This is an optimization exercise on Yosys and OpenROAD, whose aim is small area and a short achievable clock period, not a production implementation. RTL that was checked went through simulation tests only; none was proved equivalent to the original. Power figures rest on the tool's default switching activity, not on a simulated workload.

== juniper ==
==> flow/design.v (excerpt) <==
module fp16_mac (
    input  logic                        clk,
    input  logic                        rst,
    input  logic                        in_valid_i,
    input  logic [2-1:0]           tag_i,
    input  logic [16-1:0]          k_i,
    input  logic [16-1:0]          x_i,
    input  logic [16-1:0]          b_i,
    output logic                        out_valid_o,
    output logic [2-1:0]           tag_o,
    output logic [16-1:0]          result_o
);
Size: ~1900 cells after synthesis, ~310 flip-flops, about 0.018 mm2 of cells after synthesis.
clock: 6.0 ns
lec_check: 0
cap_margin: 20
core_margin: 2
core_utilization: 40
cts_cluster_diameter: 70
cts_cluster_size: 40
setup_slack_margin: 2.8
slew_margin: 20
run.sh (not shown) runs the stock make flow with config.mk's settings and CLKGATE_MAP_FILE= SYNTH_SCRIPT=/design/flow/synth_recipe.tcl, a recipe that flattens the netlist after the stock synthesis.
Both conditions hold for juniper: the flow ran to the end and the final layout passed the timing, design-rule and antenna checks.
### juniper -> delta
diff --git a/flow/design.v b/flow/design.v
--- a/flow/design.v
+++ b/flow/design.v
@@ -939,37 +939,42 @@
         end
         n_o = c[6][0];
     end
 endmodule
 module fp16_mark (
     input  logic [5:0] exp_i,
     output logic [3:0] hi_o,
-    output logic [7:0] lo_o
+    output logic [2:0] lo_o
 );
     logic [5:0] j;
     always_comb begin
         j    = 6'd32 - exp_i;
         hi_o = (exp_i <= 6'd32) ? 4'(4'd1 << j[4:3]) : 4'd0;
-        lo_o = 8'(8'd1 << j[2:0]);
+        lo_o = j[2:0];
     end
 endmodule
 module fp16_normalize (
     input  logic [33:0] mag_i,
     input  logic [3:0]  mark_hi_i,
-    input  logic [7:0]  mark_lo_i,
+    input  logic [2:0]  mark_lo_i,
+    input  logic [5:0]  e2_i,       
     output logic [14:0] top_o,      
-    output logic [5:0]  shift_o     
+    output logic [1:0]  fine_o,     
+    output logic [5:0]  exp_o       
 );
     logic [33:0] m, n;
-    fp16_lzc lzc_i (.v_i(m), .n_o(shift_o));
+    logic [5:0]  shift;
+    fp16_lzc lzc_i (.v_i(m), .n_o(shift));
     always_comb begin
         for (int i = 0; i < 34; i++)
-            m[i] = mag_i[i] | (i < 32 && mark_hi_i[i / 8] && mark_lo_i[i % 8]);
-        n     = mag_i << {shift_o[5:2], 2'b00};
-        top_o = n[33:19];
+            m[i] = mag_i[i] | (i < 32 && mark_hi_i[i / 8] && mark_lo_i == 3'(i % 8));
+        n      = mag_i << {shift[5:2], 2'b00};
+        top_o  = n[33:19];
+        fine_o = shift[1:0];
+        exp_o  = e2_i - shift;
     end
 endmodule
 module fp16_fine (
     input  logic [14:0] top_i,
     input  logic [1:0]  shift_i,
     output logic [10:0] sig_o,
     output logic        rnd_o
@@ -981,26 +986,25 @@
         rnd_o = n[3];
     end
 endmodule
 module fp16_round (
     input  logic        sign_i,
     input  logic [10:0] sig_i,
     input  logic        rnd_i,
-    input  logic [5:0]  e2_i,
-    input  logic [5:0]  shift_i,
+    input  logic [5:0]  exp_i,      
     output logic [15:0] result_o
 );
     logic        inc;
     logic [5:0]  e0, e1, e;
     logic [9:0]  frac;
     logic        sat, zero;
     always_comb begin
         inc  = rnd_i & (&sig_i[9:0]);           
-        e0   = e2_i - shift_i;
-        e1   = e2_i - shift_i + 6'd1;
+        e0   = exp_i;
+        e1   = exp_i + 6'd1;
         e    = sig_i[10] ? (inc ? e1 : e0) : {5'd0, inc};
         frac = sig_i[9:0] + 10'(rnd_i);
         sat  = e > 6'd30;
         zero = ~sig_i[10] & (sig_i[9:0] == 10'd0) & ~rnd_i;
         if (sat)
             result_o = {sign_i, 15'h7BFF};
         else if (zero)
@@ -1074,39 +1078,41 @@
     fp16_pipe #(65, 1'b1) c3 (.clk,
         .d({a_hi, a_lo, c2_exp, c2_sign, c2_sub, c2_tag}),
         .q({c3_hi, c3_lo, c3_exp, c3_sign, c3_sub, c3_tag}));
     logic [33:0] d_mag, c4_mag;
     logic        d_neg;
     logic [5:0]  c4_e2;
     logic [3:0]  k_mark_hi, c4_mark_hi;
-    logic [7:0]  k_mark_lo, c4_mark_lo;
+    logic [2:0]  k_mark_lo, c4_mark_lo;
     logic        c4_sign;
     logic [1:0]  c4_tag;
     logic        c4_valid;
     fp16_add add_i (.hi_i(c3_hi), .lo_i(c3_lo), .sub_i(c3_sub), .mag_o(d_mag), .neg_o(d_neg));
     fp16_vpipe #(1'b1) c4_v (.clk, .rst, .d(c3_valid), .q(c4_valid));
     fp16_mark mark_i (.exp_i(c3_exp), .hi_o(k_mark_hi), .lo_o(k_mark_lo));
-    fp16_pipe #(55, 1'b1) c4 (.clk,
+    fp16_pipe #(50, 1'b1) c4 (.clk,
         .d({d_mag, c3_exp + 6'd2, k_mark_hi, k_mark_lo, c3_sign ^ d_neg, c3_tag}),
         .q({c4_mag, c4_e2, c4_mark_hi, c4_mark_lo, c4_sign, c4_tag}));
     logic [14:0] n_top, c5_top;
     logic        c5_sign;
-    logic [5:0]  n_shift, c5_shift, c5_e2;
+    logic [1:0]  n_fine, c5_fine;
+    logic [5:0]  n_exp, c5_exp;
     logic [1:0]  c5_tag;
     logic        c5_valid;
-    fp16_normalize normalize_i (.mag_i(c4_mag), .mark_hi_i(c4_mark_hi), .mark_lo_i(c4_mark_lo), .top_o(n_top), .shift_o(n_shift));
+    fp16_normalize normalize_i (.mag_i(c4_mag), .mark_hi_i(c4_mark_hi), .mark_lo_i(c4_mark_lo), .e2_i(c4_e2),
+        .top_o(n_top), .fine_o(n_fine), .exp_o(n_exp));
     fp16_vpipe #(1'b1) c5_v (.clk, .rst, .d(c4_valid), .q(c5_valid));
-    fp16_pipe #(30, 1'b1) c5 (.clk,
-        .d({n_top, n_shift, c4_e2, c4_sign, c4_tag}),
-        .q({c5_top, c5_shift, c5_e2, c5_sign, c5_tag}));
+    fp16_pipe #(26, 1'b1) c5 (.clk,
+        .d({n_top, n_fine, n_exp, c4_sign, c4_tag}),
+        .q({c5_top, c5_fine, c5_exp, c5_sign, c5_tag}));
     logic [15:0] r_result;
     logic [10:0] f_sig;
     logic        f_rnd;
-    fp16_fine fine_i (.top_i(c5_top), .shift_i(c5_shift[1:0]), .sig_o(f_sig), .rnd_o(f_rnd));
-    fp16_round round_i (.sign_i(c5_sign), .sig_i(f_sig), .rnd_i(f_rnd), .e2_i(c5_e2), .shift_i(c5_shift), .result_o(r_result));
+    fp16_fine fine_i (.top_i(c5_top), .shift_i(c5_fine), .sig_o(f_sig), .rnd_o(f_rnd));
+    fp16_round round_i (.sign_i(c5_sign), .sig_i(f_sig), .rnd_i(f_rnd), .exp_i(c5_exp), .result_o(r_result));
     always_ff @(posedge clk) begin
         if (rst) begin
             out_valid_o <= 1'b0;
             tag_o       <= '0;
             result_o    <= '0;
         end else begin
             out_valid_o <= c5_valid;
Area occupied by registers sits lower in delta than in juniper. delta and juniper all finish clean. delta vs. juniper: final-layout clock-cell area share went down by 0.27 points. Relative to juniper, combinational-cell power consumption increased by about 1% in delta. delta and juniper ended up with roughly the same internal power component. Relative to juniper, critical path arrival has increased by 220 ps in delta. juniper → delta: synthesized cell count rose 11, clock distribution power fell about 5%, aggregate routed wire length fell 2.2%, power fell 0.54%.
No run of this note included a check of the RTL's function; only the layout flow was run.

========
Another version of the RTL of fp16_mac (not shown whole).
Size: roughly 1900 cells after synthesis, about 72 I/O pins, ~0.018 mm2 of cells after synthesis.
==> module fp16_normalize, before the edit <==
module fp16_normalize (
    input  logic [33:0] mag_i,
    input  logic [5:0]  exp_i,      
    output logic [14:0] top_o,      
    output logic [5:0]  shift_o     
);
    logic [33:0] m, mark, n;
    fp16_lzc lzc_i (.v_i(m), .n_o(shift_o));
    always_comb begin
        mark  = (exp_i <= 6'd32) ? 34'(34'd1 << (6'd32 - exp_i)) : 34'd0;
        m     = mag_i | mark;
        n     = mag_i << {shift_o[5:2], 2'b00};
        top_o = n[33:19];
    end
endmodule
==> module fp16_mac, before the edit <==
module fp16_mac (
    input  logic                        clk,
    input  logic                        rst,
    input  logic                        in_valid_i,
    input  logic [2-1:0]           tag_i,
    input  logic [16-1:0]          k_i,
    input  logic [16-1:0]          x_i,
    input  logic [16-1:0]          b_i,
    output logic                        out_valid_o,
    output logic [2-1:0]           tag_o,
    output logic [16-1:0]          result_o
);
    localparam int CSW = 58;       
    logic [10:0] u_k_sig, u_x_sig;
    logic [4:0]  u_k_exp, u_x_exp;
    logic [CSW-1:0] m_cs, c1_cs;
    logic [10:0] e_b_sig, c1_b_sig;
    logic [4:0]  e_b_exp, c1_b_exp;
    logic [5:0]  e_es, c1_es;
    logic        c1_p_sign, c1_b_sign;
    logic [1:0]  c1_tag;
    logic        c1_valid;
    fp16_unpack unpack_k (.w_i(k_i), .sig_o(u_k_sig), .exp_o(u_k_exp));
    fp16_unpack unpack_x (.w_i(x_i), .sig_o(u_x_sig), .exp_o(u_x_exp));
    fp16_mul_a mul_a_i (.a_i(u_k_sig), .b_i(u_x_sig), .cs_o(m_cs));
    fp16_expo1 expo1_i (
        .k_exp_i(u_k_exp), .x_exp_i(u_x_exp), .b_i(b_i),
        .b_sig_o(e_b_sig), .b_exp_o(e_b_exp), .es_o(e_es)
    );
    fp16_vpipe #(1'b1) c1_v (.clk, .rst, .d(in_valid_i), .q(c1_valid));
    fp16_pipe #(CSW + 26, 1'b1) c1 (.clk,
        .d({m_cs, e_b_sig, e_b_exp, e_es, k_i[15] ^ x_i[15], b_i[15], tag_i}),
        .q({c1_cs, c1_b_sig, c1_b_exp, c1_es, c1_p_sign, c1_b_sign, c1_tag}));
    logic [21:0] m_row0, m_row1, m_prod, c2_prod;
    logic        x_p_wins, x_drop, x_edge, x_sign, x_sub;
    logic [4:0]  x_shift;
    logic [5:0]  x_exp;
    logic [10:0] c2_b_sig;
    logic        c2_p_wins, c2_drop, c2_edge, c2_sign, c2_sub;
    logic [4:0]  c2_shift;
    logic [5:0]  c2_exp;
    logic [1:0]  c2_tag;
    logic        c2_valid;
    fp16_mul_b mul_b_i (.cs_i(c1_cs), .row0_o(m_row0), .row1_o(m_row1));
    fp16_mul_cpa mul_cpa_i (.row0_i(m_row0), .row1_i(m_row1), .prod_o(m_prod));
    fp16_expo2 expo2_i (
        .b_exp_i(c1_b_exp), .es_i(c1_es), .p_sign_i(c1_p_sign), .b_sign_i(c1_b_sign),
        .p_wins_o(x_p_wins), .shift_o(x_shift), .drop_o(x_drop), .edge_o(x_edge),
        .exp_o(x_exp), .sign_o(x_sign), .sub_o(x_sub)
    );
    fp16_vpipe #(1'b1) c2_v (.clk, .rst, .d(c1_valid), .q(c2_valid));
    fp16_pipe #(51, 1'b1) c2 (.clk,
        .d({m_prod, c1_b_sig, x_p_wins, x_shift, x_drop, x_edge, x_exp, x_sign, x_sub, c1_tag}),
        .q({c2_prod, c2_b_sig, c2_p_wins, c2_shift, c2_drop, c2_edge, c2_exp, c2_sign, c2_sub, c2_tag}));
    logic [21:0] a_hi, c3_hi;
    logic [32:0] a_lo, c3_lo;
    logic [5:0]  c3_exp;
    logic        c3_sign, c3_sub;
    logic [1:0]  c3_tag;
    logic        c3_valid;
    fp16_align align_i (
        .prod_i(c2_prod), .b_sig_i(c2_b_sig), .p_wins_i(c2_p_wins), .shift_i(c2_shift),
        .drop_i(c2_drop), .edge_i(c2_edge), .sub_i(c2_sub), .hi_o(a_hi), .lo_o(a_lo)
    );
    fp16_vpipe #(1'b1) c3_v (.clk, .rst, .d(c2_valid), .q(c3_valid));
    fp16_pipe #(65, 1'b1) c3 (.clk,
        .d({a_hi, a_lo, c2_exp, c2_sign, c2_sub, c2_tag}),
        .q({c3_hi, c3_lo, c3_exp, c3_sign, c3_sub, c3_tag}));
    logic [33:0] d_mag, c4_mag;
    logic        d_neg;
    logic [5:0]  c4_exp;
    logic        c4_sign;
    logic [1:0]  c4_tag;
    logic        c4_valid;
    fp16_add add_i (.hi_i(c3_hi), .lo_i(c3_lo), .sub_i(c3_sub), .mag_o(d_mag), .neg_o(d_neg));
    fp16_vpipe #(1'b1) c4_v (.clk, .rst, .d(c3_valid), .q(c4_valid));
    fp16_pipe #(43, 1'b1) c4 (.clk,
        .d({d_mag, c3_exp, c3_sign ^ d_neg, c3_tag}),
        .q({c4_mag, c4_exp, c4_sign, c4_tag}));
    logic [14:0] n_top, c5_top;
    logic        c5_sign;
    logic [5:0]  n_shift, c5_shift, c5_e2;
    logic [1:0]  c5_tag;
    logic        c5_valid;
    fp16_normalize normalize_i (.mag_i(c4_mag), .exp_i(c4_exp), .top_o(n_top), .shift_o(n_shift));
    fp16_vpipe #(1'b1) c5_v (.clk, .rst, .d(c4_valid), .q(c5_valid));
    fp16_pipe #(30, 1'b1) c5 (.clk,
        .d({n_top, n_shift, c4_exp + 6'd2, c4_sign, c4_tag}),
        .q({c5_top, c5_shift, c5_e2, c5_sign, c5_tag}));
    logic [15:0] r_result;
    logic [10:0] f_sig;
    logic        f_rnd;
    fp16_fine fine_i (.top_i(c5_top), .shift_i(c5_shift[1:0]), .sig_o(f_sig), .rnd_o(f_rnd));
    fp16_round round_i (.sign_i(c5_sign), .sig_i(f_sig), .rnd_i(f_rnd), .e2_i(c5_e2), .shift_i(c5_shift), .result_o(r_result));
    always_ff @(posedge clk) begin
        if (rst) begin
            out_valid_o <= 1'b0;
            tag_o       <= '0;
            result_o    <= '0;
        end else begin
            out_valid_o <= c5_valid;
            if (c5_valid) begin
                tag_o    <= c5_tag;
                result_o <= r_result;
            end
        end
    end
endmodule
export LEC_CHECK = 0
export CAP_MARGIN = 20
export CORE_MARGIN = 2
export CORE_UTILIZATION = 40
export SETUP_SLACK_MARGIN = 2.8
export SLEW_MARGIN = 20
create_clock -name core_clock -period 6.0 [get_ports {clk}]
The first run finished with timing, DRC and antenna clean.
Change:
--- a/flow/design.v
+++ b/flow/design.v
@@ -944,15 +944,28 @@
     end
 endmodule
+module fp16_mark (
+    input  logic [5:0] exp_i,
+    output logic [3:0] hi_o,
+    output logic [7:0] lo_o
+);
+    logic [5:0] j;
+    always_comb begin
+        j    = 6'd32 - exp_i;
+        hi_o = (exp_i <= 6'd32) ? 4'(4'd1 << j[4:3]) : 4'd0;
+        lo_o = 8'(8'd1 << j[2:0]);
+    end
+endmodule
 module fp16_normalize (
     input  logic [33:0] mag_i,
-    input  logic [5:0]  exp_i,      
+    input  logic [3:0]  mark_hi_i,
+    input  logic [7:0]  mark_lo_i,
     output logic [14:0] top_o,      
     output logic [5:0]  shift_o     
 );
-    logic [33:0] m, mark, n;
+    logic [33:0] m, n;
     fp16_lzc lzc_i (.v_i(m), .n_o(shift_o));
     always_comb begin
-        mark  = (exp_i <= 6'd32) ? 34'(34'd1 << (6'd32 - exp_i)) : 34'd0;
-        m     = mag_i | mark;
+        for (int i = 0; i < 34; i++)
+            m[i] = mag_i[i] | (i < 32 && mark_hi_i[i / 8] && mark_lo_i[i % 8]);
         n     = mag_i << {shift_o[5:2], 2'b00};
         top_o = n[33:19];
@@ -1071,5 +1084,7 @@
     logic [33:0] d_mag, c4_mag;
     logic        d_neg;
-    logic [5:0]  c4_exp;
+    logic [5:0]  c4_e2;
+    logic [3:0]  k_mark_hi, c4_mark_hi;
+    logic [7:0]  k_mark_lo, c4_mark_lo;
     logic        c4_sign;
     logic [1:0]  c4_tag;
@@ -1077,7 +1092,8 @@
     fp16_add add_i (.hi_i(c3_hi), .lo_i(c3_lo), .sub_i(c3_sub), .mag_o(d_mag), .neg_o(d_neg));
     fp16_vpipe #(1'b1) c4_v (.clk, .rst, .d(c3_valid), .q(c4_valid));
-    fp16_pipe #(43, 1'b1) c4 (.clk,
-        .d({d_mag, c3_exp, c3_sign ^ d_neg, c3_tag}),
-        .q({c4_mag, c4_exp, c4_sign, c4_tag}));
+    fp16_mark mark_i (.exp_i(c3_exp), .hi_o(k_mark_hi), .lo_o(k_mark_lo));
+    fp16_pipe #(55, 1'b1) c4 (.clk,
+        .d({d_mag, c3_exp + 6'd2, k_mark_hi, k_mark_lo, c3_sign ^ d_neg, c3_tag}),
+        .q({c4_mag, c4_e2, c4_mark_hi, c4_mark_lo, c4_sign, c4_tag}));
     logic [14:0] n_top, c5_top;
     logic        c5_sign;
@@ -1085,8 +1101,8 @@
     logic [1:0]  c5_tag;
     logic        c5_valid;
-    fp16_normalize normalize_i (.mag_i(c4_mag), .exp_i(c4_exp), .top_o(n_top), .shift_o(n_shift));
+    fp16_normalize normalize_i (.mag_i(c4_mag), .mark_hi_i(c4_mark_hi), .mark_lo_i(c4_mark_lo), .top_o(n_top), .shift_o(n_shift));
     fp16_vpipe #(1'b1) c5_v (.clk, .rst, .d(c4_valid), .q(c5_valid));
     fp16_pipe #(30, 1'b1) c5 (.clk,
-        .d({n_top, n_shift, c4_exp + 6'd2, c4_sign, c4_tag}),
+        .d({n_top, n_shift, c4_e2, c4_sign, c4_tag}),
         .q({c5_top, c5_shift, c5_e2, c5_sign, c5_tag}));
     logic [15:0] r_result;
Result: The changed run ran to the end with no violations. Worst hold slack gets better by 0.023 ns. Critical path depth is unchanged. Worst setup slack loses 0.038 ns. Total power is higher by 3.7%. Synthesized cell count increases by 4.5%. Design area went down by 1.0%. Clock power is higher by 13%. Register-to-register slack loses 0.04 ns. Clock skew came out lower by 0.0062 ns. Count of clock-buffer cells in the layout is lower by 6.

## port drivers added, routing unchanged
In the flow no input, the clock included, has a driving cell. The finished layouts below were timed again as built, in two steps. Step 1 assumes that a clkbuf_16 drives the clock port and a buf_2 every other input. Step 2 also shifts input and output timing later by t, the mid clock arrival at the registers, as if the neighbouring blocks saw the same clock. a / b / c = ideal / step 1 / step 2; a / b = the first two.
run | t, ns | slack for setup (ns) | cell pins on the clock port's net
juniper | 0.605 | 2.829 / 2.859 / 2.254 | 1
delta | 0.592 | 2.634 / 2.634 / 2.286 | 1
the first run of note 2 | 0.573 | 2.837 / 2.837 / 2.304 | 1
the second run of note 2 | 0.587 | 2.798 / 2.798 / 2.298 | 1
After both steps every run listed still meets setup and hold. For juniper, which loses most, drivers alone change the setup slack by +0.030 ns; drivers and shift together by -0.575 ns.
